Context: an optimization exercise on an open-source flow, tuned for small area, a short achievable clock period and few clock cycles per item. The choices shown serve that exercise and are no tape-out recipe.
RTL that was checked went through simulation tests only; none was proved equivalent to the original.
No functional check of the RTL was part of runs 4 and 5.
Power is estimated from default activity; no workload was simulated.

==> flow/design.v <==
package ahbl_pkg;
  localparam logic [1:0] HTRANS_IDLE   = 2'b00;
  localparam logic [1:0] HTRANS_BUSY   = 2'b01;
  localparam logic [1:0] HTRANS_NONSEQ = 2'b10;
  localparam logic [1:0] HTRANS_SEQ    = 2'b11;
  typedef enum logic [1:0] {
    StIdle = 2'd0,
    StFill = 2'd1,
    StResp = 2'd2
  } cache_state_e;
  function automatic logic htrans_active(input logic [1:0] htrans);
    case (htrans)
      HTRANS_NONSEQ, HTRANS_SEQ: htrans_active = 1'b1;
      HTRANS_IDLE, HTRANS_BUSY:  htrans_active = 1'b0;
      default:                   htrans_active = 1'b0;
    endcase
  endfunction
endpackage
module xip_line_cache_store #(
  parameter int unsigned NUM_LINES  = 16,
  parameter int unsigned LINE_WORDS = 4
) (
  input  logic                          clk_i,
  input  logic                          we_i,
  input  logic [$clog2(NUM_LINES)-1:0]  widx_i,
  input  logic [$clog2(LINE_WORDS)-1:0] wword_i,
  input  logic [31:0]                   wdata_i,
  input  logic [$clog2(NUM_LINES)-1:0]  ridx_i,
  input  logic [$clog2(LINE_WORDS)-1:0] rword_i,
  output logic [31:0]                   rdata_o
);
  logic [31:0] data_q [NUM_LINES][LINE_WORDS];
  always_ff @(posedge clk_i) begin
    if (we_i) begin
      data_q[widx_i][wword_i] <= wdata_i;
    end
  end
  assign rdata_o = data_q[ridx_i][rword_i];
endmodule
module xip_line_cache_ahbl #(
  parameter int unsigned NUM_LINES  = 16,
  parameter int unsigned LINE_WORDS = 4,
  parameter int unsigned ADDR_W     = 24
) (
  input  logic        HCLK,
  input  logic        HRESETn,
  input  logic        HSEL,
  input  logic [31:0] HADDR,
  input  logic [1:0]  HTRANS,
  input  logic        HWRITE,
  input  logic        HREADY,
  output logic        HREADYOUT,
  output logic [31:0] HRDATA,
  output logic        HRESP,
  output logic        M_HSEL,
  output logic [31:0] M_HADDR,
  output logic [1:0]  M_HTRANS,
  input  logic        M_HREADY,
  input  logic [31:0] M_HRDATA,
  input  logic        flush
);
  localparam int unsigned OFF_W  = $clog2(LINE_WORDS);
  localparam int unsigned IDX_W  = $clog2(NUM_LINES);
  localparam int unsigned TAG_W  = ADDR_W - OFF_W - IDX_W - 2;
  localparam int unsigned LINE_W = TAG_W + IDX_W;
  logic              accept, rd;
  logic [OFF_W-1:0]  a_word;
  logic [IDX_W-1:0]  a_idx;
  logic [TAG_W-1:0]  a_tag;
  logic [LINE_W-1:0] a_line;
  logic              unused_addr;
  assign unused_addr = ^{HADDR[31:ADDR_W], HADDR[1:0]};
  assign accept = HSEL & ahbl_pkg::htrans_active(HTRANS) & HREADY;
  assign rd     = accept & ~HWRITE;
  assign a_word = HADDR[OFF_W+1:2];
  assign a_idx  = HADDR[OFF_W+IDX_W+1:OFF_W+2];
  assign a_tag  = HADDR[ADDR_W-1:OFF_W+IDX_W+2];
  assign a_line = HADDR[ADDR_W-1:OFF_W+2];
  logic [TAG_W-1:0]     tag_q [NUM_LINES];
  logic [NUM_LINES-1:0] valid_q;
  logic                  gen_q;
  logic [IDX_W-1:0]      cur_idx_q;
  logic [LINE_WORDS-1:0] arrived_q;
  logic                  m_act_q;
  logic [LINE_W-1:0]     m_line_q;
  logic [OFF_W-1:0]      m_word_q;
  logic                  m_gen_q;
  logic                  pend_q;      
  logic                  dp_act_q;
  logic [IDX_W-1:0]      dp_idx_q;
  logic [OFF_W-1:0]      dp_word_q;
  logic                  dp_gen_q;
  logic                  ready_q;     
  logic [OFF_W-1:0]      wword_q;     
  logic [LINE_W-1:0]     line_q;      
  logic [31:0]           rdata_q;
  logic        tag_hit, arriving, bypass, word_ok, miss, m_free;
  logic [31:0] st_rdata;
  assign tag_hit  = valid_q[a_idx] & ~flush & (tag_q[a_idx] == a_tag);
  assign arriving = M_HREADY & dp_act_q & (dp_gen_q == gen_q);
  assign bypass   = arriving & (cur_idx_q == a_idx) & (dp_word_q == a_word);
  assign word_ok  = (cur_idx_q != a_idx) | arrived_q[a_word] | bypass;
  assign miss     = rd & ~tag_hit;
  assign m_free   = ~m_act_q | (M_HREADY & (m_word_q == OFF_W'(LINE_WORDS - 1)));
  xip_line_cache_store #(
    .NUM_LINES  (NUM_LINES),
    .LINE_WORDS (LINE_WORDS)
  ) u_store (
    .clk_i   (HCLK),
    .we_i    (M_HREADY & dp_act_q),
    .widx_i  (dp_idx_q),
    .wword_i (dp_word_q),
    .wdata_i (M_HRDATA),
    .ridx_i  (a_idx),
    .rword_i (a_word),
    .rdata_o (st_rdata)
  );
  always_ff @(posedge HCLK) begin
    if (rd) begin
      tag_q[a_idx] <= a_tag;
    end
  end
  always_ff @(posedge HCLK or negedge HRESETn) begin
    if (!HRESETn) begin
      valid_q <= '0;
    end else begin
      if (flush) begin
        valid_q <= '0;
      end
      if (rd) begin
        valid_q[a_idx] <= 1'b1;
      end
    end
  end
  always_ff @(posedge HCLK) begin
    rdata_q <= bypass ? M_HRDATA : st_rdata;
  end
  always_ff @(posedge HCLK or negedge HRESETn) begin
    if (!HRESETn) begin
      ready_q <= 1'b1;
      wword_q <= '0;
      line_q  <= '0;
    end else if (HREADY) begin
      ready_q <= ~rd | (tag_hit & word_ok);
      wword_q <= a_word;
      line_q  <= a_line;
    end
  end
  assign HREADYOUT = ready_q | (~ready_q & arriving & (dp_word_q == wword_q));
  assign HRDATA    = ready_q ? rdata_q : M_HRDATA;
  assign HRESP     = 1'b0;
  always_ff @(posedge HCLK or negedge HRESETn) begin
    if (!HRESETn) begin
      gen_q     <= 1'b0;
      cur_idx_q <= '0;
      arrived_q <= '1;
    end else if (miss) begin
      gen_q     <= ~gen_q;
      cur_idx_q <= a_idx;
      arrived_q <= '0;
    end else if (arriving) begin
      arrived_q[dp_word_q] <= 1'b1;
    end
  end
  always_ff @(posedge HCLK or negedge HRESETn) begin
    if (!HRESETn) begin
      m_act_q  <= 1'b0;
      m_line_q <= '0;
      m_word_q <= '0;
      m_gen_q  <= 1'b0;
      pend_q   <= 1'b0;
    end else begin
      if (m_free) begin
        m_act_q  <= miss | pend_q;
        m_line_q <= pend_q ? line_q : a_line;
        m_word_q <= '0;
        m_gen_q  <= pend_q ? gen_q : ~gen_q;
        pend_q   <= 1'b0;
      end else begin
        if (M_HREADY) begin
          m_word_q <= m_word_q + OFF_W'(1);
        end
        if (miss) begin
          pend_q <= 1'b1;
        end
      end
    end
  end
  always_ff @(posedge HCLK or negedge HRESETn) begin
    if (!HRESETn) begin
      dp_act_q  <= 1'b0;
      dp_idx_q  <= '0;
      dp_word_q <= '0;
      dp_gen_q  <= 1'b0;
    end else if (M_HREADY) begin
      dp_act_q  <= m_act_q;
      dp_idx_q  <= m_line_q[IDX_W-1:0];
      dp_word_q <= m_word_q;
      dp_gen_q  <= m_gen_q;
    end
  end
  assign M_HSEL   = m_act_q;
  assign M_HTRANS = m_act_q ? ahbl_pkg::HTRANS_NONSEQ : ahbl_pkg::HTRANS_IDLE;
  assign M_HADDR  = {{(32 - ADDR_W){1'b0}}, m_line_q, m_word_q, 2'b00};
endmodule
==> flow/run.sh <==
#!/bin/bash
# synth_recipe.tcl (not shown) runs the flow's synth.tcl, then flattens the netlist and writes it again
# the make line also repeats each setting of config.mk as NAME=value (left out here)
make -C /OpenROAD-flow-scripts/flow DESIGN_CONFIG=/design/flow/config.mk WORK_HOME=/design/flow/orfs CLKGATE_MAP_FILE= SYNTH_SCRIPT=/design/flow/synth_recipe.tcl finish
==> flow/config.mk <==
export PLATFORM = sky130hd
export DESIGN_NAME = xip_line_cache_ahbl
export DESIGN_NICKNAME = xip_line_cache_ahbl
export VERILOG_FILES = /design/flow/design.v
export SDC_FILE = /design/flow/constraint.sdc
export NUM_CORES = 4
export LEC_CHECK = 0
export CAP_MARGIN = 20
export CORE_MARGIN = 2
export CORE_UTILIZATION = 40
export SETUP_SLACK_MARGIN = 1.5
export SLEW_MARGIN = 20
==> flow/constraint.sdc <==
create_clock -name core_clock -period 5.5 [get_ports {HCLK}]
set_input_delay 1.1000 -clock core_clock [delete_from_list [all_inputs] [get_ports {HCLK}]]
set_output_delay 1.1000 -clock core_clock [all_outputs]
set_load 0.01 [all_outputs]
==> run summary, run 1 <==
- Nets: between 4000 and 5000
- M3 GR Usage: a little under 4%
- Port bufs: roughly 120
- Synth unique cells: 70
- Multi-input logic area: around 0.021 mm^2
- DRT iter0 DRCs: about 5300
- H-tree Lvls: 4
- CTS Sinks: about 2400
- Critical-path top delay cell: nor2_4
- Met2 Use GR: approximately a third
- Fin Setup TNS: 0 ns
- Die Y: between 400 and 500 um
- GPL Wtd Cong: 0.804
- Inst Count DP: ~7100
- Number of flops mapped to enable cells by yosys: approximately 2300
- DRC Markers: 0
- CTS tree: built
- Total die area: about 0.24 mm^2
- Crit-path leading delay family: simple AND/OR/NAND/NOR gates
- Worst Tran Pin Value: 1.04 ns
- Commonest non-fill, non-tap cell in the layout: edfxtp_1
- Post-synth top flop: edfxtp_1
- Boundary pin count: 142
- Final-report max-slew violation count: 0
- Relative slew margins: a little under a third
- Fin cells: roughly 7600
- Max VDD drop: a little over 0.0003 V
- Async S/R FF share, synth: 3.35%
- Warnings from Yosys: 2
- Leak Pwr: roughly 0.034 uW
- Cell taking the most area after synthesis: edfxtp_1
- GRT Util Overall: about a fifth
- DRT antenna net count: 0
- Synth Area per Inst: 23.5 um^2
- First-pass GRT wire length: between 300 and 400 mm
- Power per cell area: 381 mW/mm^2
- CP peak stage delay: about 0.76 ns
- Root buffer cell: clkbuf_16
- Outcome: timing/DRC/antenna clean
- CP arrival: 4.47 ns
- Max Cap Violations: 0
- Final Power: ~41000 uW
- HPWL Detailed: approximately 140 mm
- Via count: roughly 44000
- Fmax: 252 MHz
- Worst-path fanout max: 22
- Layout cells sized above 1: 32.8%
- Clk pin slew, worst setup/hold paths: about 0.060 ns
- FF+latch count, synth: roughly 2400
- Synth top area cells: edfxtp_1 (74%), mux4_2 (17%), dfrtp_1 (2.0%), mux2_2 (1.2%), mux2i_1 (0.86%)
- Worst Setup Start Kind: flop
- GR Overflow Total: 0
- Final Skew: 0.0759 ns
- Crit Path Category: reg2reg
- Pin count of the biggest net entering global routing: just under 100
- Register area share after synthesis: between 70% and 80%
- Number of hold violations in the final report: 0
- Number of global-route vias before repair: roughly 44000
- Highest-count cells in the layout ignoring fill and taps: edfxtp_1 (2304), mux4_2 (709), clkbuf_16 (237), buf_4 (159), mux2_2 (94)
- Final wirelength: between 200 and 250 mm
- Area growth from synthesis to layout: 15.4%
- Fin util: 46.4%
- Synthesized instance count: around 4000
- Layout fillers: 18900
- Final worst-path cycle share: between 70% and 80%
- Share of the synthesized area in the top cell type: 74.1%
- Hold WS: roughly 0.26 ns
- Hold Crit Class: in2async
- Core Footprint: roughly 0.23 mm^2
- RSZ-0062 raised after global routing: no
- GRT busiest layer: met2
- Clock buffer depth: 3
- Register Area: between 0.07 and 0.08 mm^2
- Worst Setup End Kind: flop
- WL/cell: roughly 33 um
- Final Setup Violations: 0
- CP bufs+invs: 1
- DR pass1 iterations: 6
- Cell row count: between 150 and 200
- GR Util met1: between 20% and 30%
- Die width: approximately 490 um
- Critical Path RT: ~6.0 ns
- CTS Buf Count: 236
- Post-Syn Area: 0.0933 mm^2
- Vias per cell: slightly below 6
- Clock Latency Late Sink: 0.88 ns
- Fin crit period: 3.97 ns
- Antenna violations before repair: 9
- Initial core utilization: 40.2%
- Cell Chain, Critical Path: nor2b_1 > nand2b_1 > or2_2 > nor2_4 > buf_12
[what timing repair did]
| action | CTS | global route |
|---|---|---|
| cloned | 0 | 0 |
| pin swaps | 1 | 1 |
| setup endpoints to repair | 33 | 5 |
| gates resized for setup | 11 | 1 |
| buffers inserted | 3 | 0 |
| hold buffers | 0 | 0 |
[cells in the mapped netlist, types with 5 or more instances]
cell      count
a21oi_1      16
a221oi_1      8
a22oi_1      10
a31oi_1       9
buf_1        50
buf_2        49
buf_4        23
buf_6        12
clkbuf_1     92
dfrtp_1      76
dfstp_2       5
dfxtp_1      32
edfxtp_1   2304
ha_1          6
inv_1        22
mux2_2       98
mux2i_1      80
mux4_2      709
nand2_1      70
nand2b_1      9
nand3_1      13
nor2_1       96
nor2b_1       7
nor3_1        8
o21ai_0      37
o21ai_1       6
o22ai_1      12
or2_2         8
xnor2_1      14
xor2_1       11
[routing by layer]
| layer | vias up | share of wire (%) |
|---|---|---|
| met5 | - | 0.0072 |
| met1 | 24300 | 42 |
| met4 | 2 | 2.0 |
| met3 | 295 | 7.3 |
| li1 | 17600 | - |
| met2 | 1819 | 49 |
[final timing paths]
check,startpoint,endpoint,slack (ns),cells after the start
worst max-delay path,dp_word_q[1]$_DFFE_PN0P_,u_store.data_q[10][31]$_DFFE_PP_,1.53,5
worst min-delay path,HRESETn,m_line_q[10]$_DFFE_PN0N_,0.26,1
worst max register to register,dp_word_q[1]$_DFFE_PN0P_,u_store.data_q[10][31]$_DFFE_PP_,1.53,5
worst min register to register,m_line_q[5]$_DFFE_PN0N_,m_line_q[5]$_DFFE_PN0N_,0.48,2
max in group asynchronous,HRESETn,wword_q[0]$_DFFE_PN0P_,4.68,1
min in group core_clock,m_line_q[5]$_DFFE_PN0N_,m_line_q[5]$_DFFE_PN0N_,0.48,2
[cell type report]
cell class / instances / area share, %
Tap cell: 3043 / 3.53
Timing Repair Buffer: 339 / 3.21
Sequential cell: 2417 / 66.7
Clock inverter: 132 / 1.31
Multi-Input combinational cell: 1310 / 19.3
Clock buffer: 313 / 5.84
Antenna cell: 2 / 0.00465
Inverter: 26 / 0.0999
[through the flow]
stage                     area (um^2)  worst slack (ns)
final                          108000              1.53
after CTS                      108000              1.50
after floorplan                 93400              1.71
after global routing           108000              1.50
after global placement         100000             0.959
after detailed placement       100000             0.947
[worst register-to-register path: cells and delay by family (launching register included)]
| kind | cells | cell delay (ns) |
|---|---|---|
| buffers and inverters | 1 | 0.35 |
| and+or+nand+nor | 4 | 2.56 |
| DFF | 1 | 0.68 |
[where the power goes]
group          total [uW]  switching, uW  internal [uW]  leakage (uW)
registers           21200            319          20900        0.0220
clock network       16100           7000           9100       0.00375
logic                3740           2280           1460       0.00804
total               41100           9600          31400        0.0338
[cell families (layout without fill, tap and decap cells)]
| group | Yosys count | in the layout | share of synthesized area [%] |
|---|---|---|---|
| AOI/OAI and AO/OA | 127 | 127 | 0.886 |
| xor gates and xnor gates | 25 | 25 | 0.235 |
| adders and majority gates | 6 | 6 | 0.0804 |
| buffers and inverters | 255 | 810 | 1.32 |
| DFF | 2417 | 2417 | 77.0 |
| muxes | 895 | 895 | 19.3 |
| other | 1 | 14 | 0.00402 |
| and+or+nand+nor | 245 | 245 | 1.21 |
[sequential cells by signal, summed over array words and instances, names as in the netlist, 2 cells and up]
| register | cells |
|---|---|
| m_word_q | 2 |
| arrived_q | 4 |
| rdata_q | 32 |
| u_store.data_q | 2048 |
| tag_q | 256 |
| dp_word_q | 2 |
| cur_idx_q | 4 |
| line_q | 20 |
| m_line_q | 20 |
| valid_q | 16 |
| wword_q | 2 |
| dp_idx_q | 4 |
Testbench counts, summed over its fixed seeds: cycles 41,608, reads 24,000.
==> run 2, diff against run 1 <==
--- a/flow/config.mk
+++ b/flow/config.mk
@@ -8,5 +8,4 @@
 export CAP_MARGIN = 20
 export CORE_MARGIN = 2
 export CORE_UTILIZATION = 40
-export SETUP_SLACK_MARGIN = 1.5
 export SLEW_MARGIN = 20
==> run 2 against run 1 <==
Net effect:
- flip-flop and latch count unchanged
- clock-buffer cell count is the same
- clock power barely moved
- design area barely moved
- cell count barely moved
- synthesized area unchanged
- sequential power hardly changed
- critical path depth up 1
- first-iteration DRC count up 2.7%
- global-route usage hardly changed
- largest power group unchanged
==> run summary, run 2 <==
- Root buffer cell: clkbuf_16
- Worst Tran Pin Value: 1.01 ns (-0.0307 ns)
- CTS tree: built
- Post-synth top cells: edfxtp_1 (2304), mux4_2 (709), mux2_2 (98)
- Vias per cell: 5.82 (+0.11%)
- Synth unique cells: 70 (unchanged)
- Multiplexer share of the synthesized area: 19.3% (unchanged)
- H-tree Lvls: 4 (unchanged)
- FF+latch count, synth: 2417 (unchanged)
- Worst-path fanout max: 13 (-41%)
- GRT Util Overall: 20.9% (about the same)
- Post-synth top flop: edfxtp_1
- Fin util: 46.3% (about the same)
- Simple-gate portion of the synthesized area: 1.21% (unchanged)
- Max VDD drop: 0.000305 V (+0.22%)
- Crit Path Category: in2out
- Outcome: timing/DRC/antenna clean
- Post-CTS Resized: 0 (-11)
- FF-to-FF path depth: 5 (unchanged)
- Clk pin slew, worst setup/hold paths: 0.06 ns (about the same)
- Synthesized instance count: 3971 (unchanged)
- CP arrival: 3.50 ns (-0.97 ns)
- Core Footprint: 0.232 mm^2 (unchanged)
- Critical-path top delay cell: clkdlybuf4s50_1
- Fin Setup TNS: 0 ns (unchanged)
- Fin cells: 7578 (-0.053%)
- Postcts setup bufs: 0 (-3)
- Highest-count cells in the layout ignoring fill and taps: edfxtp_1 (2304), mux4_2 (709), clkbuf_16 (237), buf_4 (158), mux2_2 (98)
- Number of flops mapped to enable cells by yosys: 2304 (unchanged)
- Power per cell area: 381 mW/mm^2 (about the same)
- Leak Pwr: 0.0337 uW (-0.12%)
- Final worst-path cycle share: 83.7% (+12 points)
- Post-Syn Area: 0.0933 mm^2 (unchanged)
- Number of global-route vias before repair: 44300 (-0.056%)
- Max reg flops: 2048 (unchanged)
- Final Skew: 0.0755 ns (-0.000484 ns)
- RSZ-0062 raised after global routing: no
- Register area share after synthesis: 77.0% (unchanged)
- DR pass1 iterations: 5 (-1)
- R2R setup slack: 1.48 ns (-0.05 ns)
- DRT iter0 DRCs: 5409 (+2.7%)
- Largest Register: u_store.data_q
- Synth Area per Inst: 23.5 um^2 (unchanged)
- DRC Markers: 0 (unchanged)
- Boundary pin count: 142 (unchanged)
- GR Overflow Total: 0 (unchanged)
- Crit path top cell by count: clkdlybuf4s50_1
- Count leader, synth: edfxtp_1
- CTS Sinks: 2417 (unchanged)
- Largest regs: u_store.data_q (2048), tag_q (256), rdata_q (32)
- Inst Count DP: 7132 (unchanged)
- Final Setup Violations: 0 (unchanged)
- Pin count of the biggest net entering global routing: 98 (unchanged)
- CP peak stage delay: 0.57 ns (-0.19 ns)
- Final-report max-slew violation count: 0 (unchanged)
- Worst slack, placed: 0.947 ns (unchanged)
- GPL Wtd Cong: 0.804 (unchanged)
- CTS Buf Count: 236 (unchanged)
- Share of the synthesized area in the top cell type: 74.1% (unchanged)
- Max Cap Violations: 0 (unchanged)
- Fmax: 217 MHz (-14%)
- Main combinational cell family by area after synthesis: multiplexers
- Die width: 487 um (unchanged)
- Number of hold violations in the final report: 0 (unchanged)
- Cell taking the most area after synthesis: edfxtp_1
- Cell row count: 177 (unchanged)
- Worst Setup Start Kind: input port
- Area growth from synthesis to layout: 15.4% (about the same)
- Nets: 4406 (-0.068%)
- WL/cell: 32.8 um (-0.17%)
- Hold Crit Class: in2async
- Via count: 44100 (+0.059%)
- Layout cells sized above 1: 32.8% (-0.089 points)
- Total die area: 0.237 mm^2 (unchanged)
- First-pass GRT wire length: 347 mm (about the same)
- Synth Area in Adders: 0.0804% (unchanged)
- Warnings from Yosys: 2 (unchanged)
- Final wirelength: 248 mm (-0.22%)
- Critical Path RT: 4.40 ns (-1.60 ns)
- FF-to-FF End: u_store.data_q[9][31]$_DFFE_PP_
- DRT antenna net count: 0 (unchanged)
- Commonest non-fill, non-tap cell in the layout: edfxtp_1
- Cell Chain, Critical Path: clkdlybuf4s50_1 > buf_4 > nand2_1 > nor2_1 > a31o_2 > clkdlybuf4s50_1
- Fin crit period: 4.60 ns (+0.633 ns)
- Async S/R FF share, synth: 3.35% (unchanged)
- Synth top area cells: edfxtp_1 (74%), mux4_2 (17%), dfrtp_1 (2.0%), mux2_2 (1.2%), mux2i_1 (0.86%)
- Worst Setup End Kind: output port
- Critical path launch point: M_HREADY
- Hold WS: 0.260 ns (+0.00197 ns)
- Port bufs: 118 (unchanged)
- HPWL Detailed: 140 mm (unchanged)
- Clock Latency Late Sink: 0.88 ns (about the same)
- Relative slew margins: 32.4% (+2.0 points)
- Post-CTS Hold Fix Bufs: 0 (unchanged)
- Complex-gate fraction of the synthesized area: 0.886% (unchanged)
- Post-route setup slack: 0.899 ns (-0.633 ns)
- Critical R2R Launch: dp_word_q[0]$_DFFE_PN0P_
- Initial core utilization: 40.2% (unchanged)
- Post-Synth XOR/XNOR Area: 0.235% (unchanged)
- Die Y: 487 um (unchanged)
- Antenna violations before repair: 10 (+1)
- Clock buffer depth: 3 (unchanged)
## run 2: cell counts after synthesis
No cell type changed its count.
## run 2: final cells by class
class,count,area [um^2]
clock buffer,313,6300
antenna,1,2.50
tap,3043,3810
clock inverter,132,1410
inverter,26,108
fill,18900,125000
multi-input combinational,1310,20800
timing repair buffer,336,3430
sequential,2417,71900
## run 2: kinds of logic (layout without fill, tap and decap cells)
family | count (synthesis) | count (layout)
buffers and inverters | 255 | 807
adders and majority gates | 6 | 6
DFF | 2417 | 2417
xor gates and xnor gates | 25 | 25
AOI/OAI and AO/OA | 127 | 127
and+or+nand+nor | 245 | 245
other | 1 | 13
muxes | 895 | 895
## run 2: how the worst max path moves through the flow
stage / endpoint / slack, ns / cells past startpoint
detailed placement: m_act_q$_DFFE_PN0N_ / 0.95 / 11
finish: HREADYOUT / 0.90 / 6
global placement: m_act_q$_DFFE_PN0N_ / 0.96 / 11
global route: HREADYOUT / 0.82 / 6
CTS: HRDATA[4] / 0.82 / 3
floorplan: u_store.data_q[39][0]$_DFFE_PP_ / 1.71 / 4
## run 2: power by group
group          total [uW]  leakage, uW  switching [uW]  internal, uW
Clock               16100      0.00375            7000          9100
Combinational        3710      0.00800            2270          1450
Sequential          21200       0.0220             319         20900
Total               41000       0.0337            9590         31400
## run 2: stage by stage
step           power, uW  instance area, um^2
6_report           41000               108000
2_1_floorplan      23400                93400
3_3_place_gp       25300               100000
3_5_place_dp       25300               100000
4_1_cts            41300               108000
5_1_grt            42200               108000
## run 2: layer usage
metal,vias up,global-route usage [%],share of wire (%)
li1,17600,-,-
met1,24300,29.6,42
met2,1888,33.7,49
met3,307,3.95,7.5
met4,4,4.66,2.1
met5,-,0.510,0.076
## run 2: worst max-delay path: cells and delay by family
family / cells / cell delay, ns
buffers and inverters: 3 / 1.25
and+or+nand+nor: 2 / 0.86
AOI/OAI and AO/OA: 1 / 0.28
==> run 3, diff against run 2 <==
--- a/flow/config.mk
+++ b/flow/config.mk
@@ -5,7 +5,9 @@
 export SDC_FILE = /design/flow/constraint.sdc
 export NUM_CORES = 4
 export LEC_CHECK = 0
+export ABC_CLOCK_PERIOD_IN_PS = 3200
 export CAP_MARGIN = 20
 export CORE_MARGIN = 2
 export CORE_UTILIZATION = 40
+export SETUP_SLACK_MARGIN = 2.3
 export SLEW_MARGIN = 20
==> run 3 against run 2 <==
Net effect:
- wire length fell by 1.6%
- synthesized area did not move
- critical endpoint is now HRDATA[27]
- non-clock buffer count rose by 53
- combinational power rose by 3%
- cell count rose by 0.69%
- register-to-register slack improved by 0.91 ns
- utilization rose by 0.45 points
- synthesized cell count did not move
- highest routed layer unchanged
- via count fell by 0.56%
==> run summary, run 3 <==
- Outcome: timing/DRC/antenna clean
- DRC Markers: 0 (unchanged)
- Crit Path Category: reg2out
- Total die area: 0.237 mm^2 (unchanged)
- Synthesized instance count: 3971 (unchanged)
- Cell row count: 177 (unchanged)
- Final wirelength: 244 mm (-1.6%)
- R2R setup slack: 2.39 ns (+0.91 ns)
- GR Overflow Total: 0 (unchanged)
- Final worst-path cycle share: 66.1% (-18 points)
- Worst Tran Pin Value: 1.05 ns (+0.0356 ns)
- Root buffer cell: clkbuf_16
- Largest regs: u_store.data_q (2048), tag_q (256), rdata_q (32)
- Die width: 487 um (unchanged)
- Die Y: 487 um (unchanged)
- FF-to-FF path depth: 4 (-1)
- CP arrival: 2.53 ns (-0.97 ns)
- Final Power: 41200 uW (+0.36%)
- Final Setup Violations: 0 (unchanged)
- H-tree Lvls: 4 (unchanged)
- Port bufs: 118 (unchanged)
- Leak Pwr: 0.0344 uW (+2.0%)
- FF+latch count, synth: 2417 (unchanged)
- Critical R2R Launch: dp_idx_q[0]$_DFFE_PN0P_
- Worst-path fanout max: 6 (-7)
- Synth Area per Inst: 23.5 um^2 (unchanged)
- Clock Latency Late Sink: 0.89 ns (about the same)
- Via count: 43900 (-0.56%)
- Register area share after synthesis: 77.0% (unchanged)
- Initial core utilization: 40.2% (unchanged)
- Pin count of the biggest net entering global routing: 82 (-16%)
- FF-to-FF End: u_store.data_q[16][8]$_DFFE_PP_
- Critical Path RT: 4.40 ns (about the same)
- Number of hold violations in the final report: 0 (unchanged)
- Share of the synthesized area in the top cell type: 74.1% (unchanged)
- Async S/R FF share, synth: 3.35% (unchanged)
- Post-synth top cells: edfxtp_1 (2304), mux4_2 (709), mux2_2 (98)
- WL/cell: 32.0 um (-2.3%)
- CTS tree: built
- Number of flops mapped to enable cells by yosys: 2304 (unchanged)
- CTS Buf Count: 239 (+1.3%)
- Synth top area cells: edfxtp_1 (74%), mux4_2 (17%), dfrtp_1 (2.0%), mux2_2 (1.2%), mux2i_1 (0.86%)
- Hold Crit Class: in2async
- Max Cap Violations: 0 (unchanged)
- Max VDD drop: 0.000313 V (+2.6%)
- Synth unique cells: 70 (unchanged)
- Highest-count cells in the layout ignoring fill and taps: edfxtp_1 (2304), mux4_2 (709), clkbuf_16 (241), buf_4 (183), mux2i_1 (80)
- Commonest non-fill, non-tap cell in the layout: edfxtp_1
- Hold WS: 0.267 ns (+0.00648 ns)
- DR pass1 iterations: 8 (+3)
- Vias per cell: 5.75 (-1.2%)
- CP endpoint: HRDATA[27]
- Fin crit period: 3.63 ns (-0.967 ns)
- Critical path launch point: ready_q$_DFFE_PN1P_
- HPWL Detailed: 140 mm (+0.29%)
- DRT antenna net count: 0 (unchanged)
- GPL Wtd Cong: 0.814 (+1.3%)
- CTS Sinks: 2417 (unchanged)
- GRT Util Overall: 20.5% (-0.36 points)
- RSZ-0062 raised after global routing: yes
- Nets: 4462 (+1.3%)
- Antenna violations before repair: 12 (+2)
- Largest Register: u_store.data_q
- Clk pin slew, worst setup/hold paths: 0.06 ns (about the same)
- Cell taking the most area after synthesis: edfxtp_1
- Count leader, synth: edfxtp_1
- Post-Syn Area: 0.0933 mm^2 (unchanged)
- Post-synth top flop: edfxtp_1
- Final Skew: 0.0581 ns (-0.0174 ns)
- Worst Setup Start Kind: flop
- Relative slew margins: 30.1% (-2.2 points)
- Max reg flops: 2048 (unchanged)
- Worst Setup End Kind: output port
- Layout cells sized above 1: 34.8% (+2.0 points)
- Area growth from synthesis to layout: 16.5%
- Number of global-route vias before repair: 44500 (+0.48%)
- Clock buffer depth: 3 (unchanged)
- First-pass GRT wire length: 342 mm (-1.6%)
- Final-report max-slew violation count: 0 (unchanged)
- Power per cell area: 379 mW/mm^2 (-0.61%)
- Fmax: 275 MHz (+27%)
- Warnings from Yosys: 2 (unchanged)
- Boundary pin count: 142 (unchanged)
- Core Footprint: 0.232 mm^2 (unchanged)
- DRT iter0 DRCs: 5291 (-2.2%)
- Fin Setup TNS: 0 ns (unchanged)
## run 3: through the flow
stage	instance area (um^2)	instances	setup WS, ns	util [%]
4_1_cts	108000	7613	1.81	46.7
3_5_place_dp	99900	7138	0.781	43.0
2_1_floorplan	94300	3982	2.02	-
5_1_grt	109000	7628	1.83	46.8
3_3_place_gp	99900	7138	0.795	43.0
6_report	109000	7630	1.87	46.8
## run 3: cell type report
class                      count  area [um^2]
timing repair buffer         389         4180
multi-input combinational   1310        21000
fill                       18900       124000
sequential                  2417        71900
clock buffer                 312         6340
inverter                      26          113
tap                         3043         3810
clock inverter               130         1400
antenna                        3         7.51
## run 3: what timing repair did
item / CTS / global route
setup buffers: 29 / 13
endpoints found under the setup margin: 716 / 363
gates resized for setup: 256 / 33
gates cloned: 4 / 1
hold buffers: 0 / 0
pin swaps: 14 / 9
## run 3: how the worst min path moves through the flow
stage | cells after the start | slack, ns | start | to
floorplan | 2 | 0.45 | valid_q[8]$_DFF_PN0_ | valid_q[8]$_DFF_PN0_
global placement | 2 | 0.46 | m_line_q[6]$_DFFE_PN0N_ | m_line_q[6]$_DFFE_PN0N_
detailed placement | 2 | 0.47 | m_line_q[6]$_DFFE_PN0N_ | m_line_q[6]$_DFFE_PN0N_
CTS | 1 | 0.39 | HRESETn | m_line_q[15]$_DFFE_PN0N_
global route | 1 | 0.30 | HRESETn | line_q[14]$_DFFE_PN0P_
finish | 1 | 0.27 | HRESETn | m_line_q[14]$_DFFE_PN0N_
## run 3: cell families (layout without fill, tap and decap cells)
group | after synthesis | in the layout | synth area share (%)
buf+inv | 255 | 857 | 1.32
other cells | 1 | 15 | 0.00402
xor+xnor | 25 | 25 | 0.235
fa+ha+maj | 6 | 6 | 0.0804
compound gates | 127 | 127 | 0.886
simple gates | 245 | 245 | 1.21
mux | 895 | 895 | 19.3
flops | 2417 | 2417 | 77.0
## run 3: where the power goes
part           switching (uW)  internal (uW)  total [uW]
clock                    6920           9220       16100
combinational            2280           1550        3830
sequential                305          20900       21200
## run 3: layer usage
metal,part of all wire (%),up-vias,wire (um),global-route usage (%)
met4,2.6,2,6440,5.59
met3,7.1,319,17400,3.86
met2,49,1765,121000,33.6
li1,-,17800,-,-
met5,0.0041,-,10,0
met1,41,24000,99800,28.3
## run 3: critical path, cell delays in order (launching register included)
cell     delay (ns)
dfstp_4        0.75
buf_12         0.16
buf_16         0.18
mux2_4         0.41
buf_6          0.15
==> run 4, diff against run 3 <==
--- a/flow/design.v
+++ b/flow/design.v
@@ -22,20 +22,32 @@
 ) (
   input  logic                          clk_i,
   input  logic                          we_i,
-  input  logic [$clog2(NUM_LINES)-1:0]  widx_i,
-  input  logic [$clog2(LINE_WORDS)-1:0] wword_i,
+  input  logic [NUM_LINES-1:0]          widx_i,    
+  input  logic [LINE_WORDS-1:0]         wword_i,   
   input  logic [31:0]                   wdata_i,
   input  logic [$clog2(NUM_LINES)-1:0]  ridx_i,
   input  logic [$clog2(LINE_WORDS)-1:0] rword_i,
   output logic [31:0]                   rdata_o
 );
-  logic [31:0] data_q [NUM_LINES][LINE_WORDS];
-  always_ff @(posedge clk_i) begin
-    if (we_i) begin
-      data_q[widx_i][wword_i] <= wdata_i;
-    end
-  end
-  assign rdata_o = data_q[ridx_i][rword_i];
+  localparam int unsigned N = NUM_LINES * LINE_WORDS;
+  logic [31:0] data_q [N];
+  logic [N-1:0] rsel;
+  for (genvar l = 0; l < NUM_LINES; l++) begin : g_line
+    for (genvar w = 0; w < LINE_WORDS; w++) begin : g_word
+      always_ff @(posedge clk_i) begin
+        if (we_i & widx_i[l] & wword_i[w]) begin
+          data_q[l * LINE_WORDS + w] <= wdata_i;
+        end
+      end
+    end
+  end
+  assign rsel = N'(1) << {ridx_i, rword_i};
+  always_comb begin
+    rdata_o = '0;
+    for (int k = 0; k < N; k++) begin
+      rdata_o = rdata_o | (data_q[k] & {32{rsel[k]}});
+    end
+  end
 endmodule
 module xip_line_cache_ahbl #(
   parameter int unsigned NUM_LINES  = 16,
@@ -89,8 +101,10 @@
   logic                  dp_act_q;
   logic [IDX_W-1:0]      dp_idx_q;
   logic [OFF_W-1:0]      dp_word_q;
+  logic [NUM_LINES-1:0]  dp_idx_oh_q;    
+  logic [LINE_WORDS-1:0] dp_word_oh_q;
   logic                  dp_gen_q;
-  logic                  ready_q;     
+  logic                  wait_q;      
   logic [OFF_W-1:0]      wword_q;     
   logic [LINE_W-1:0]     line_q;      
   logic [31:0]           rdata_q;
@@ -108,8 +122,8 @@
   ) u_store (
     .clk_i   (HCLK),
     .we_i    (M_HREADY & dp_act_q),
-    .widx_i  (dp_idx_q),
-    .wword_i (dp_word_q),
+    .widx_i  (dp_idx_oh_q),
+    .wword_i (dp_word_oh_q),
     .wdata_i (M_HRDATA),
     .ridx_i  (a_idx),
     .rword_i (a_word),
@@ -137,17 +151,17 @@
   end
   always_ff @(posedge HCLK or negedge HRESETn) begin
     if (!HRESETn) begin
-      ready_q <= 1'b1;
+      wait_q  <= 1'b0;
       wword_q <= '0;
       line_q  <= '0;
     end else if (HREADY) begin
-      ready_q <= ~rd | (tag_hit & word_ok);
+      wait_q  <= rd & ~(tag_hit & word_ok);
       wword_q <= a_word;
       line_q  <= a_line;
     end
   end
-  assign HREADYOUT = ready_q | (~ready_q & arriving & (dp_word_q == wword_q));
-  assign HRDATA    = ready_q ? rdata_q : M_HRDATA;
+  assign HREADYOUT = ~wait_q | (arriving & (dp_word_q == wword_q));
+  assign HRDATA    = wait_q ? M_HRDATA : rdata_q;
   assign HRESP     = 1'b0;
   always_ff @(posedge HCLK or negedge HRESETn) begin
     if (!HRESETn) begin
@@ -192,11 +206,15 @@
       dp_idx_q  <= '0;
       dp_word_q <= '0;
       dp_gen_q  <= 1'b0;
+      dp_idx_oh_q  <= '0;
+      dp_word_oh_q <= '0;
     end else if (M_HREADY) begin
       dp_act_q  <= m_act_q;
       dp_idx_q  <= m_line_q[IDX_W-1:0];
       dp_word_q <= m_word_q;
       dp_gen_q  <= m_gen_q;
+      dp_idx_oh_q  <= NUM_LINES'(1) << m_line_q[IDX_W-1:0];
+      dp_word_oh_q <= LINE_WORDS'(1) << m_word_q;
     end
   end
   assign M_HSEL   = m_act_q;
--- a/flow/config.mk
+++ b/flow/config.mk
@@ -5,9 +5,9 @@
 export SDC_FILE = /design/flow/constraint.sdc
 export NUM_CORES = 4
 export LEC_CHECK = 0
-export ABC_CLOCK_PERIOD_IN_PS = 3200
+export ABC_CLOCK_PERIOD_IN_PS = 2900
 export CAP_MARGIN = 20
 export CORE_MARGIN = 2
 export CORE_UTILIZATION = 40
-export SETUP_SLACK_MARGIN = 2.3
+export SETUP_SLACK_MARGIN = 2.6
 export SLEW_MARGIN = 20
==> run 4 against run 3 <==
Net effect:
- die area shrank 3.4%
- worst setup slack improved by 0.25 ns
- cell count is 15% higher
- still clean
- largest power group unchanged
- critical path depth rose by 1
- via count is 32% higher
==> run summary, run 4 <==
- GR Overflow Total: 0 (unchanged)
- Multiplexer share of the synthesized area: 3.06% (-16 points)
- Post-CTS Hold Fix Bufs: 0 (unchanged)
- Worst Setup Start Kind: flop
- Crit path top cell by count: buf_12
- DRC Markers: 0 (unchanged)
- GRT busiest layer: met2
- Post-synth top cells: edfxtp_1 (2304), a22oi_1 (997), nand2_1 (300)
- Cell Chain, Critical Path: buf_12 > buf_12 > buf_8 > mux2_4 > buf_6
- RSZ-0062 raised after global routing: yes
- CTS tree: built
- Cell taking the most area after synthesis: edfxtp_1
- Critical Path RT: 4.40 ns (about the same)
- Clk pin slew, worst setup/hold paths: 0.06 ns (about the same)
- GPL Wtd Cong: 0.863 (+5.9%)
- Final-report max-slew violation count: 0 (unchanged)
- Pin count of the biggest net entering global routing: 69 (-16%)
- FF+latch count, synth: 2433 (+0.66%)
- M3 GR Usage: 9.22% (+5.4 points)
- P_int: 31000 uW (-2.1%)
- H-tree Lvls: 4 (unchanged)
- Final wirelength: 358 mm (+46%)
- Layout fillers: 18500 (-2.1%)
- First-pass GRT wire length: 469 mm (+37%)
- Final worst-path cycle share: 61.5% (-4.6 points)
- HPWL Detailed: 193 mm (+38%)
- WL/cell: 40.8 um (+27%)
- Complex-gate fraction of the synthesized area: 9.91% (+9.0 points)
- Hold Crit Class: in2async
- Die Y: 479 um (-1.7%)
- Placed cell area: 0.0976 mm^2 (-2.3%)
- Post-route cell area: 0.108 mm^2 (-1.0%)
- Clock power frac: 40.2% (+1.0 points)
- Boundary pin count: 142 (unchanged)
- Worst Setup End Kind: output port
- Number of global-route vias before repair: 53100 (+19%)
- Async S/R FF share, synth: 3.99% (+0.64 points)
- Fin Setup TNS: 0 ns (unchanged)
- Commonest non-fill, non-tap cell in the layout: edfxtp_1
- Root buffer cell: clkbuf_16
- GRT Util Overall: 30.3% (+9.7 points)
- Clock Latency Late Sink: 0.90 ns (about the same)
- Synth Area in Adders: 0.125% (+0.044 points)
- Vias per cell: 6.61 (+15%)
- Power per cell area: 376 mW/mm^2 (-0.66%)
- Synthesized instance count: 5032 (+27%)
- Warnings from Yosys: 3 (+1)
- Clock buffer depth: 3 (unchanged)
- Number of flops mapped to enable cells by yosys: 2304 (unchanged)
- Core Footprint: 0.224 mm^2 (-3.4%)
- Port bufs: 118 (unchanged)
- Critical R2R Launch: tag_q[3][13]$_DFFE_PP_
- DRT iter0 DRCs: 12900 (+140%)
- Sw frac: 23.4% (+0.35 points)
- Nets: 5637 (+26%)
- P_sw: 9480 uW (-0.17%)
- CP arrival: 2.28 ns (-0.25 ns)
- Post-Synth XOR/XNOR Area: 0.271% (+0.036 points)
- Main combinational cell family by area after synthesis: compound AO/OA/AOI/OAI gates
- Via count: 57900 (+32%)
- Relative slew margins: 19.2% (-11 points)
- Total die area: 0.229 mm^2 (-3.4%)
- DRT antenna net count: 0 (unchanged)
- Die width: 479 um (-1.7%)
- Synth unique cells: 81 (+16%)
- Layout cells sized above 1: 21.1% (-14 points)
- Initial core utilization: 40.2% (about the same)
- Share of the synthesized area in the top cell type: 76.8% (+2.6 points)
- Crit Path Category: reg2out
- Final Skew: 0.0660 ns (+0.00791 ns)
- Fin crit period: 3.38 ns (-0.251 ns)
- Simple-gate portion of the synthesized area: 4.82% (+3.6 points)
- Cell row count: 174 (-1.7%)
- Synth Area per Inst: 17.9 um^2 (-24%)
- Critical-path top delay cell: dfrtp_4
- Outcome: timing/DRC/antenna clean
- Fmax: 296 MHz (+7.4%)
- Worst Tran Pin Value: 1.21 ns (+0.164 ns)
- CP peak stage delay: 0.48 ns (-0.27 ns)
- Max VDD drop: 0.000357 V (+14%)
- Post-synth top flop: edfxtp_1
- Antenna violations before repair: 21 (+9)
- Largest regs: u_store.data_q (2048), tag_q (256), rdata_q (32)
- Number of hold violations in the final report: 0 (unchanged)
- Critical path launch point: wait_q$_DFFE_PN0P_
- Largest Register: u_store.data_q
- CTS Sinks: 2433 (+0.66%)
- Leak Pwr: 0.0356 uW (+3.4%)
- Post-Syn Area: 0.0901 mm^2 (-3.4%)
- Count leader, synth: edfxtp_1
- Register share of total power: 52.5% (+1.0 points)
- Max reg flops: 2048 (unchanged)
- Register area share after synthesis: 80.2% (+3.2 points)
- Max Cap Violations: 0 (unchanged)
- DR pass1 iterations: 9 (+1)
- Worst-path fanout max: 6 (unchanged)
- Highest-count cells in the layout ignoring fill and taps: edfxtp_1 (2304), a22oi_1 (996), buf_4 (315), nand2_1 (296), clkbuf_16 (235)
- Area growth from synthesis to layout: 19.4%
- CTS Buf Count: 232 (-2.9%)
- Final Setup Violations: 0 (unchanged)
- Synth top area cells: edfxtp_1 (77%), a22oi_1 (8.3%), dfrtp_1 (2.6%), nand2_1 (1.2%), mux4_2 (1.1%)
- Gate power share: 7.3% (-2.0 points)
- GR Util met1: 40.4% (+12 points)
- Met2 Use GR: 45.3% (+12 points)
## run 4: power groups by stage
stage | registers [uW] | clock network, uW | logic [uW]
2_1_floorplan | 21600 | 0 | 1140
3_3_place_gp | 21600 | 0 | 2680
4_1_cts | 21300 | 16200 | 2800
6_report | 21300 | 16300 | 2940
5_1_grt | 21300 | 17000 | 3040
3_5_place_dp | 21700 | 0 | 2710
## run 4: critical path: cells and delay by family (launching register included)
family	cells	cell delay, ns
buffers and inverters	4	0.60
DFF	1	0.48
muxes	1	0.32
## run 4: logic make-up after synthesis
logic type	count (synthesis)
fa+ha+maj	9
compound gates	1181
buf+inv	328
other cells	1
xor+xnor	27
mux	194
flops	2433
simple gates	859
## run 4: timing repair
action                                   CTS  global route
gates cloned                               7             3
buffers inserted                          95            33
endpoints found under the setup margin  1693            88
gates resized for setup                  331            67
pin swaps                                 30            13
## run 4: final cells by class
| type | count | area (um^2) | share of cell area (%) |
|---|---|---|---|
| multi-input combinational | 2284 | 17500 | 16.3 |
| tap | 2992 | 3740 | 3.48 |
| timing repair buffer | 575 | 6200 | 5.76 |
| sequential | 2433 | 72300 | 67.2 |
| antenna | 14 | 35.0 | 0.0326 |
| clock inverter | 127 | 1390 | 1.29 |
| clock buffer | 316 | 6330 | 5.88 |
| inverter | 29 | 113 | 0.105 |
## run 4: path summary, 6_finish.rpt
kind / end / slack (ns) / cells past startpoint
setup / recovery: HRDATA[5] / 2.12 / 5
hold / removal: line_q[15]$_DFFE_PN0P_ / 0.32 / 1
setup reg to reg: cur_idx_q[0]$_DFFE_PN0P_ / 2.81 / 8
hold reg to reg: m_line_q[11]$_DFFE_PN0N_ / 0.47 / 2
max in group asynchronous: wait_q$_DFFE_PN0P_ / 4.09 / 2
min in group core_clock: u_store.data_q[0][0]$_DFFE_PP_ / 0.46 / 1
## run 4: routing by layer
metal	wire, um	up-vias
li1	-	21700
met1	126000	29600
met2	157000	5545
met3	54600	1077
met5	97	-
met4	20600	12
## run 4: metrics by stage
stage	power, uW	utilization, %	hold slack, ns	std cells	setup slack, ns
finish	40500	47.9	0.321	8770	2.12
global route	41300	47.9	0.387	8760	2.09
CTS	40300	47.6	0.332	8719	2.08
detailed placement	24400	43.5	0.472	8174	0.603
global placement	24300	43.5	0.461	8173	0.636
floorplan	22700	-	0.444	5043	2.08
==> run 5, diff against run 4 <==
--- a/flow/design.v
+++ b/flow/design.v
@@ -110,7 +110,11 @@
   logic [31:0]           rdata_q;
   logic        tag_hit, arriving, bypass, word_ok, miss, m_free;
   logic [31:0] st_rdata;
-  assign tag_hit  = valid_q[a_idx] & ~flush & (tag_q[a_idx] == a_tag);
+  logic [NUM_LINES-1:0] line_match;
+  for (genvar i = 0; i < NUM_LINES; i++) begin : g_match
+    assign line_match[i] = valid_q[i] & (tag_q[i] == a_tag) & (a_idx == IDX_W'(i));
+  end
+  assign tag_hit  = (|line_match) & ~flush;
   assign arriving = M_HREADY & dp_act_q & (dp_gen_q == gen_q);
   assign bypass   = arriving & (cur_idx_q == a_idx) & (dp_word_q == a_word);
   assign word_ok  = (cur_idx_q != a_idx) | arrived_q[a_word] | bypass;
--- a/flow/config.mk
+++ b/flow/config.mk
@@ -5,7 +5,7 @@
 export SDC_FILE = /design/flow/constraint.sdc
 export NUM_CORES = 4
 export LEC_CHECK = 0
-export ABC_CLOCK_PERIOD_IN_PS = 2900
+export ABC_CLOCK_PERIOD_IN_PS = 2800
 export CAP_MARGIN = 20
 export CORE_MARGIN = 2
 export CORE_UTILIZATION = 40
==> run 5 against run 4 <==
Net effect:
- still clean on timing, DRC and antenna
- global-route usage increased by 0.29 points
- design area grew 0.16%
- via count up 0.35%
- register-to-register slack lost 0.11 ns
- cell count grew 1.8%
- combinational power shrank 3%
- synthesized cell count is 3.2% higher
- worst setup slack worse by 0.073 ns
- flip-flop and latch count is the same
- die area increased by 0.36%
- clock-buffer cell count is 2 lower
- largest power group unchanged
==> run summary, run 5 <==
- Critical path launch point: wait_q$_DFFE_PN0P_
- Die width: 480 um (+0.18%)
- Boundary pin count: 142 (unchanged)
- Hold Crit Class: in2async
- Area growth from synthesis to layout: 19.2%
- Clock buffer depth: 3 (unchanged)
- CP arrival: 2.36 ns (+0.08 ns)
- Die Y: 480 um (+0.18%)
- Leak Pwr: 0.0356 uW (about the same)
- Critical Path RT: 4.40 ns (about the same)
- DR pass1 iterations: 7 (-2)
- Number of hold violations in the final report: 0 (unchanged)
- Final wirelength: 360 mm (+0.63%)
- Number of flops mapped to enable cells by yosys: 2304 (unchanged)
- CP endpoint: HRDATA[6]
- FF-to-FF End: u_store.data_q[31][8]$_DFFE_PP_
- Layout cells sized above 1: 20.2% (-0.94 points)
- Critical R2R Launch: dp_act_q$_DFFE_PN0P_
- P_int: 31600 uW (+2.1%)
- CTS tree: built
- Post-synth top flop: edfxtp_1
- Warnings from Yosys: 3 (unchanged)
- Register Area: 0.0723 mm^2 (unchanged)
- Post-route cell area: 0.108 mm^2 (+0.16%)
- R2R setup slack: 2.70 ns (-0.11 ns)
- Post-CTS Hold Fix Bufs: 0 (unchanged)
- DRT iter0 DRCs: 12300 (-4.7%)
- Vias per cell: 6.51 (-1.4%)
- Power per cell area: 383 mW/mm^2 (+1.8%)
- Clock power frac: 41.5% (+1.3 points)
- GR Overflow Total: 0 (unchanged)
- Synth Area per Inst: 17.4 um^2 (-2.7%)
- Synth unique cells: 63 (-22%)
- Final Setup Violations: 0 (unchanged)
- Gate power share: 6.9% (-0.4 points)
- Core Footprint: 0.225 mm^2 (+0.19%)
- Number of global-route vias before repair: 53600 (+0.89%)
- Count leader, synth: edfxtp_1
- Fin crit period: 3.46 ns (+0.0725 ns)
- Fin Setup TNS: 0 ns (unchanged)
- Clock Latency Late Sink: 0.94 ns (+0.04 ns)
- Max reg flops: 2048 (unchanged)
- Post-synth top cells: edfxtp_1 (2304), a22oi_1 (997), nand2_1 (299)
- First-pass GRT wire length: 475 mm (+1.2%)
- Synthesized instance count: 5192 (+3.2%)
- Largest Register: u_store.data_q
- CTS Buf Count: 237 (+2.2%)
- Register area share after synthesis: 79.9% (-0.29 points)
- Worst Setup Start Kind: flop
- Worst Tran Pin Value: 1.26 ns (+0.0463 ns)
- Sw frac: 23.3% (-0.12 points)
- Nets: 5788 (+2.7%)
- Fmax: 289 MHz (-2.1%)
- Share of the synthesized area in the top cell type: 76.5% (-0.28 points)
- P_sw: 9610 uW (+1.4%)
- Multi-input logic area: 0.0178 mm^2 (+1.5%)
- FF-to-FF path depth: 3 (-5)
- Final Skew: 0.0908 ns (+0.0248 ns)
- Commonest non-fill, non-tap cell in the layout: edfxtp_1
- Worst Setup End Kind: output port
- Worst-path fanout max: 6 (unchanged)
- Outcome: timing/DRC/antenna clean
- Max VDD drop: 0.000288 V (-19%)
- Highest-count cells in the layout ignoring fill and taps: edfxtp_1 (2304), a22oi_1 (994), buf_4 (345), nand2_1 (297), clkbuf_16 (238)
- Final worst-path cycle share: 62.8% (+1.3 points)
- Relative slew margins: 16.1% (-3.1 points)
- Initial core utilization: 40.2% (+0.069 points)
- Clk pin slew, worst setup/hold paths: 0.06 ns (about the same)
- Root buffer cell: clkbuf_16
- Final-report max-slew violation count: 0 (unchanged)
- Synth top area cells: edfxtp_1 (76%), a22oi_1 (8.3%), dfrtp_1 (2.6%), xor2_1 (2.1%), nand2_1 (1.2%)
- FF+latch count, synth: 2433 (unchanged)
- Largest regs: u_store.data_q (2048), tag_q (256), rdata_q (32)
- Layout fillers: 18500 (+0.049%)
- DRT antenna net count: 0 (unchanged)
- HPWL Detailed: 194 mm (+0.50%)
- Max Cap Violations: 0 (unchanged)
- Cell taking the most area after synthesis: edfxtp_1
- DRC Markers: 0 (unchanged)
- Placed cell area: 0.0978 mm^2 (+0.21%)
- Crit Path Category: reg2out
- Total die area: 0.230 mm^2 (+0.36%)
- Register share of total power: 51.6% (-0.9 points)
- Async S/R FF share, synth: 3.99% (unchanged)
- Via count: 58100 (+0.35%)
- Cell row count: 174 (unchanged)
- Pin count of the biggest net entering global routing: 67 (-2.9%)
- Port bufs: 118 (unchanged)
- H-tree Lvls: 4 (unchanged)
- Post-Syn Area: 0.0905 mm^2 (+0.37%)
- Antenna violations before repair: 23 (+9.5%)
- GPL Wtd Cong: 0.856 (-0.74%)
- RSZ-0062 raised after global routing: yes
- GRT Util Overall: 30.5% (+0.29 points)
- WL/cell: 40.3 um (-1.1%)
- CTS Sinks: 2433 (unchanged)
## run 5: cell count changes in the layout (fill, tap and decap cells not counted), sizes merged, moves of 9 or more
cell    before  now
nor4        54   99
or2          4   13
nand4b       5   14
a222oi       9    0
xor2         9  216
mux2i       68   21
xnor2       18   52
bufinv      21   32
mux4        54    1
o22a        12    1
and2        82   67
nand4      123  159
or4         18    4
nor3        41   58
## run 5: critical path: stages (launching register included)
cell	delay, ns
dfrtp_4	0.52
buf_12	0.18
buf_16	0.17
buf_8	0.14
mux2_4	0.30
buf_6	0.12
## run 5: power by group through the flow
stage	Sequential (uW)	Combinational (uW)	Clock, uW
6_report	21300	2840	17100
5_1_grt	21400	2930	17800
4_1_cts	21300	2740	17100
3_5_place_dp	21700	2630	0
3_3_place_gp	21700	2600	0
2_1_floorplan	21600	1080	0
## run 5: cells by family after synthesis
logic type,count (synthesis),synth area share (%)
flip-flops,2433,79.9
AO/OA/AOI/OAI,1137,9.36
AND/OR/NAND/NOR,925,5.25
buffers and inverters,327,1.66
XOR/XNOR,268,2.59
multiplexers,92,1.13
adder cells (fa/ha/maj),9,0.124
other,1,0.00415
## run 5: metrics by stage
step	instances	hold WS [ns]	total power, uW	utilization (%)	setup WS [ns]
after floorplan	5203	0.444	22700	-	2.46
after global placement	8344	0.462	24300	43.5	0.649
after detailed placement	8344	0.473	24300	43.5	0.643
after CTS	8895	0.294	41100	47.8	2.02
after global routing	8918	0.361	42100	47.9	2.01
final	8925	0.313	41300	47.9	2.04
## run 5: worst min path at each step
stage / start / endpoint / slack [ns]
detailed placement: m_line_q[19]$_DFFE_PN0N_ / m_line_q[19]$_DFFE_PN0N_ / 0.47
global placement: m_line_q[15]$_DFFE_PN0N_ / m_line_q[15]$_DFFE_PN0N_ / 0.46
global route: HRESETn / m_line_q[10]$_DFFE_PN0N_ / 0.36
floorplan: m_gen_q$_DFFE_PN0N_ / m_gen_q$_DFFE_PN0N_ / 0.44
finish: HRESETn / m_line_q[9]$_DFFE_PN0N_ / 0.31
CTS: HRESETn / m_line_q[13]$_DFFE_PN0N_ / 0.29
## run 5: per-layer routing
layer  GRT usage [%]  part of all wire, %  up-vias
li1                -                    -    22000
met1            39.7                   35    29600
met2            45.2                   43     5299
met3            9.84                   15     1201
met4            17.4                  6.8       29
met5               0                0.057        -
## run 5: timing repair
item                                   4_1_cts  5_1_grt
setup endpoints to repair                  755      215
buffers inserted                            93       19
endpoints found under the hold margin        0        0
pin swaps                                   26       12
gates resized for setup                    296       27
gates cloned                                 2        0
## run 5: final cells by class
cell class | instances | share of cell area, %
inverter | 26 | 0.0998
clock inverter | 142 | 1.67
clock buffer | 314 | 5.97
timing repair buffer | 565 | 5.19
tap | 2992 | 3.47
multi-input combinational | 2443 | 16.5
sequential | 2433 | 67.0
antenna | 10 | 0.0232
==> run 6, diff against run 5 <==
--- a/flow/design.v
+++ b/flow/design.v
@@ -108,7 +108,7 @@
   logic [OFF_W-1:0]      wword_q;     
   logic [LINE_W-1:0]     line_q;      
   logic [31:0]           rdata_q;
-  logic        tag_hit, arriving, bypass, word_ok, miss, m_free;
+  logic        tag_hit, arriving, bypass, word_ok, miss, m_free, fwd;
   logic [31:0] st_rdata;
   logic [NUM_LINES-1:0] line_match;
   for (genvar i = 0; i < NUM_LINES; i++) begin : g_match
@@ -150,8 +150,9 @@
       end
     end
   end
+  assign fwd = wait_q & arriving & (dp_word_q == wword_q);
   always_ff @(posedge HCLK) begin
-    rdata_q <= bypass ? M_HRDATA : st_rdata;
+    rdata_q <= (wait_q | bypass) ? M_HRDATA : st_rdata;
   end
   always_ff @(posedge HCLK or negedge HRESETn) begin
     if (!HRESETn) begin
@@ -162,10 +163,12 @@
       wait_q  <= rd & ~(tag_hit & word_ok);
       wword_q <= a_word;
       line_q  <= a_line;
-    end
-  end
-  assign HREADYOUT = ~wait_q | (arriving & (dp_word_q == wword_q));
-  assign HRDATA    = wait_q ? M_HRDATA : rdata_q;
+    end else if (fwd) begin
+      wait_q  <= 1'b0;
+    end
+  end
+  assign HREADYOUT = ~wait_q;
+  assign HRDATA    = rdata_q;
   assign HRESP     = 1'b0;
   always_ff @(posedge HCLK or negedge HRESETn) begin
     if (!HRESETn) begin
--- a/flow/config.mk
+++ b/flow/config.mk
@@ -5,9 +5,9 @@
 export SDC_FILE = /design/flow/constraint.sdc
 export NUM_CORES = 4
 export LEC_CHECK = 0
-export ABC_CLOCK_PERIOD_IN_PS = 2800
+export ABC_CLOCK_PERIOD_IN_PS = 2500
 export CAP_MARGIN = 20
 export CORE_MARGIN = 2
 export CORE_UTILIZATION = 40
-export SETUP_SLACK_MARGIN = 2.6
+export SETUP_SLACK_MARGIN = 3.0
 export SLEW_MARGIN = 20
==> run 6 against run 5 <==
Net effect:
- still clean on timing, DRC and antenna
- worst hold slack worse by 0.043 ns
- synthesized cell count is 1.8% lower
- via count is 5.0% higher
- clock power is 5% lower
- worst setup slack better by 0.66 ns
- highest routed layer unchanged
==> run summary, run 6 <==
- Layout fillers: 18200 (-1.6%)
- Max VDD drop: 0.000348 V (+21%)
- CTS Sinks: 2433 (unchanged)
- Async S/R FF share, synth: 3.99% (unchanged)
- H-tree Lvls: 4 (unchanged)
- Synth top area cells: edfxtp_1 (77%), a22oi_1 (7.7%), dfrtp_1 (2.6%), xor2_1 (2.1%), nand4_1 (1.1%)
- Final wirelength: 382 mm (+6.1%)
- HPWL Detailed: 182 mm (-6.6%)
- GR Overflow Total: 0 (unchanged)
- Fmax: 358 MHz (+24%)
- Number of hold violations in the final report: 0 (unchanged)
- Fin util: 49.0% (+1.1 points)
- DR pass1 iterations: 9 (+2)
- Nets: 5837 (+0.85%)
- Inst Count DP: 8172 (-2.1%)
- Vias per cell: 6.79 (+4.3%)
- Post-CTS Hold Fix Bufs: 0 (unchanged)
- FF+latch count, synth: 2433 (unchanged)
- Boundary pin count: 142 (unchanged)
- Share of the synthesized area in the top cell type: 76.7% (+0.22 points)
- Clock buffer depth: 3 (unchanged)
- Final Skew: 0.110 ns (+0.0191 ns)
- DRT iter0 DRCs: 13900 (+13%)
- Post-synth top flop: edfxtp_1
- Fin Setup TNS: 0 ns (unchanged)
- Pin count of the biggest net entering global routing: 66 (-1.5%)
- Final Power: 40900 uW (-0.82%)
- Largest Register: u_store.data_q
- Critical-path top delay cell: nand4_1
- Cell Chain, Critical Path: buf_16 > buf_12 > nand2b_4 > nor2_4 > buf_12 > a22oi_2 > nand2_1 > nor4_4 > nand4_1 > mux2_4
- Die width: 479 um (-0.14%)
- CP bufs+invs: 3 (-1)
- GRT Util Overall: 32.1% (+1.5 points)
- Leak Pwr: 0.0362 uW (+1.7%)
- Synth Area per Inst: 17.7 um^2 (+1.6%)
- Worst Setup End Kind: flop
- Final Setup Violations: 0 (unchanged)
- Outcome: timing/DRC/antenna clean
- CTS tree: built
- Power per cell area: 372 mW/mm^2 (-2.8%)
- Largest regs: u_store.data_q (2048), tag_q (256), rdata_q (32)
- Crit-path leading delay family: simple AND/OR/NAND/NOR gates
- CTS Buf Count: 237 (unchanged)
- Fin cells: 8979 (+0.61%)
- Crit Path Category: in2reg
- Synthesized instance count: 5096 (-1.8%)
- Crit path top cell by count: buf_12
- Synth unique cells: 67 (+6.3%)
- Highest-count cells in the layout ignoring fill and taps: edfxtp_1 (2304), a22oi_1 (888), buf_4 (344), clkbuf_16 (246), xor2_1 (218)
- Worst Setup Start Kind: input port
- Die Y: 479 um (-0.14%)
- DRC Markers: 0 (unchanged)
- Multi-input logic area: 0.0184 mm^2 (+3.5%)
- Register Area: 0.0723 mm^2 (about the same)
- CP peak stage delay: 0.45 ns (-0.07 ns)
- WL/cell: 42.5 um (+5.4%)
- Cell taking the most area after synthesis: edfxtp_1
- Antenna violations before repair: 41 (+78%)
- Root buffer cell: clkbuf_16
- Worst Tran Pin Value: 1.18 ns (-0.0782 ns)
- Critical Path RT: 6.23 ns (+1.83 ns)
- GPL Wtd Cong: 0.841 (-1.8%)
- Layout cells sized above 1: 23.6% (+3.5 points)
- Number of flops mapped to enable cells by yosys: 2304 (unchanged)
- Clock Latency Late Sink: 0.95 ns (about the same)
- Relative slew margins: 21.3% (+5.2 points)
- Core Footprint: 0.224 mm^2 (-0.19%)
- Fin crit period: 2.79 ns (-0.663 ns)
- Post-Syn Area: 0.0902 mm^2 (-0.28%)
- Post-synth top cells: edfxtp_1 (2304), a22oi_1 (928), nand2_1 (219), xor2_1 (219), nand4_1 (159)
- Total die area: 0.229 mm^2 (-0.28%)
- Warnings from Yosys: 3 (unchanged)
- Initial core utilization: 40.2% (about the same)
- Hold Crit Class: in2async
- Count leader, synth: edfxtp_1
- Final-report max-slew violation count: 0 (unchanged)
- Cell row count: 174 (unchanged)
- Register area share after synthesis: 80.1% (+0.23 points)
- Worst-path fanout max: 29 (+23)
- Commonest non-fill, non-tap cell in the layout: edfxtp_1
- Clk pin slew, worst setup/hold paths: 0.06 ns (about the same)
- First-pass GRT wire length: 492 mm (+3.7%)
- Max Cap Violations: 0 (unchanged)
- Max reg flops: 2048 (unchanged)
- Number of global-route vias before repair: 54600 (+1.9%)
- Port bufs: 118 (unchanged)
- Area growth from synthesis to layout: 22.0%
- CP arrival: 3.52 ns (+1.16 ns)
- DRT antenna net count: 0 (unchanged)
- Final worst-path cycle share: 50.8% (-12 points)
- Via count: 61000 (+5.0%)
- RSZ-0062 raised after global routing: yes
run 6: cell types whose count changed in the layout (fill, tap and decap cells not counted), moves of 36 or more:
cell     delta
buf_12     +64
buf_6      +43
a22oi_1   -106
and2_4     +45
nand2_1    -92
a22oi_2    +36
run 6: timing repair:
item,in CTS,in global routing
setup endpoints to repair,2421,377
gates resized for setup,533,153
cloned,43,11
setup buffers,218,63
pin swaps,99,121
run 6: layout make-up:
| cell class | instances | share of cell area, % |
|---|---|---|
| Clock inverter | 127 | 1.16 |
| Multi-Input combinational cell | 2394 | 16.7 |
| Tap cell | 2992 | 3.40 |
| Sequential cell | 2433 | 65.7 |
| Timing Repair Buffer | 664 | 6.98 |
| Inverter | 25 | 0.0898 |
| Antenna cell | 32 | 0.0728 |
| Clock buffer | 312 | 5.83 |
run 6: path summary, 6_finish.rpt:
path,from,end,slack (ns),cells after the start
max in group asynchronous,HRESETn,m_line_q[0]$_DFFE_PN0N_,4.17,2
min,HRESETn,m_line_q[9]$_DFFE_PN0N_,0.27,1
max,HADDR[6],rdata_q[6]$_DFF_P_,2.71,10
min reg2reg,m_line_q[17]$_DFFE_PN0N_,m_line_q[17]$_DFFE_PN0N_,0.48,2
max reg2reg,dp_act_q$_DFFE_PN0P_,u_store.data_q[43][10]$_DFFE_PP_,2.84,3
min in group core_clock,m_line_q[17]$_DFFE_PN0N_,m_line_q[17]$_DFFE_PN0N_,0.48,2
run 6: where the power goes:
part | internal (uW) | switching (uW)
clock | 8970 | 7240
sequential | 21000 | 486
combinational | 968 | 2240
run 6: metal layers:
metal / vias up / part of all wire (%) / GRT usage, %
li1: 22100 / - / -
met1: 30700 / 33 / 41.7
met2: 6596 / 41 / 44.9
met3: 1575 / 18 / 13.7
met4: 38 / 7.2 / 17.9
met5: - / 0.23 / 0.539
run 6: logic make-up (layout without fill, tap and decap cells):
family	after synthesis	after routing	synth area share (%)
flops	2433	2433	80.1
compound gates	1138	1138	9.48
mux	63	63	0.768
buf+inv	320	1128	1.83
other cells	1	44	0.00416
simple gates	864	904	5.08
xor+xnor	268	268	2.60
fa+ha+maj	9	9	0.125
run 6: metrics by stage:
step | hold WS [ns] | instance area [um^2] | setup slack, ns
3_3_place_gp | 0.463 | 96800 | 0.451
2_1_floorplan | 0.444 | 91000 | 2.44
6_report | 0.270 | 110000 | 2.71
5_1_grt | 0.297 | 110000 | 2.75
4_1_cts | 0.247 | 108000 | 2.77
3_5_place_dp | 0.473 | 96900 | 0.449
Testbench counts of run 6, summed over its fixed seeds: cycles 44,339, reads 24,000.

## separate check: timing with driven ports
In the flow no input, the clock included, has a driving cell. The finished layouts below were timed again as built, in two steps. Step 1 sets driving cells, clkbuf_16 on the clock port and buf_2 on the other inputs (assumed; they add their load-dependent delay and slew). Step 2 adds t to the input delays and takes it off the output delays; t is the mean of the earliest and latest rising clock arrival at the registers after step 1. Input paths then give back, and output paths get back, about the clock's delay inside the block. Three values: no drivers, after step 1, after step 2; two values: the first two.
run	t (ns)	setup slack, ns	clock arrival spread, ns
run 1	0.937	1.531 / 1.478 / 0.974	0.098 / 0.098
run 2	0.936	0.899 / 0.854 / 0.872	0.096 / 0.096
run 3	0.941	1.865 / 1.782 / 1.319	0.067 / 0.067
run 4	0.974	2.117 / 2.019 / 1.369	0.094 / 0.094
run 5	0.995	2.044 / 1.948 / 1.481	0.095 / 0.095
run 6	0.993	2.707 / 2.650 / 1.657	0.115 / 0.114
After both steps every run listed still meets setup and hold. For run 6, which loses most, drivers alone change the setup slack by -0.057 ns; drivers and shift together by -1.050 ns.
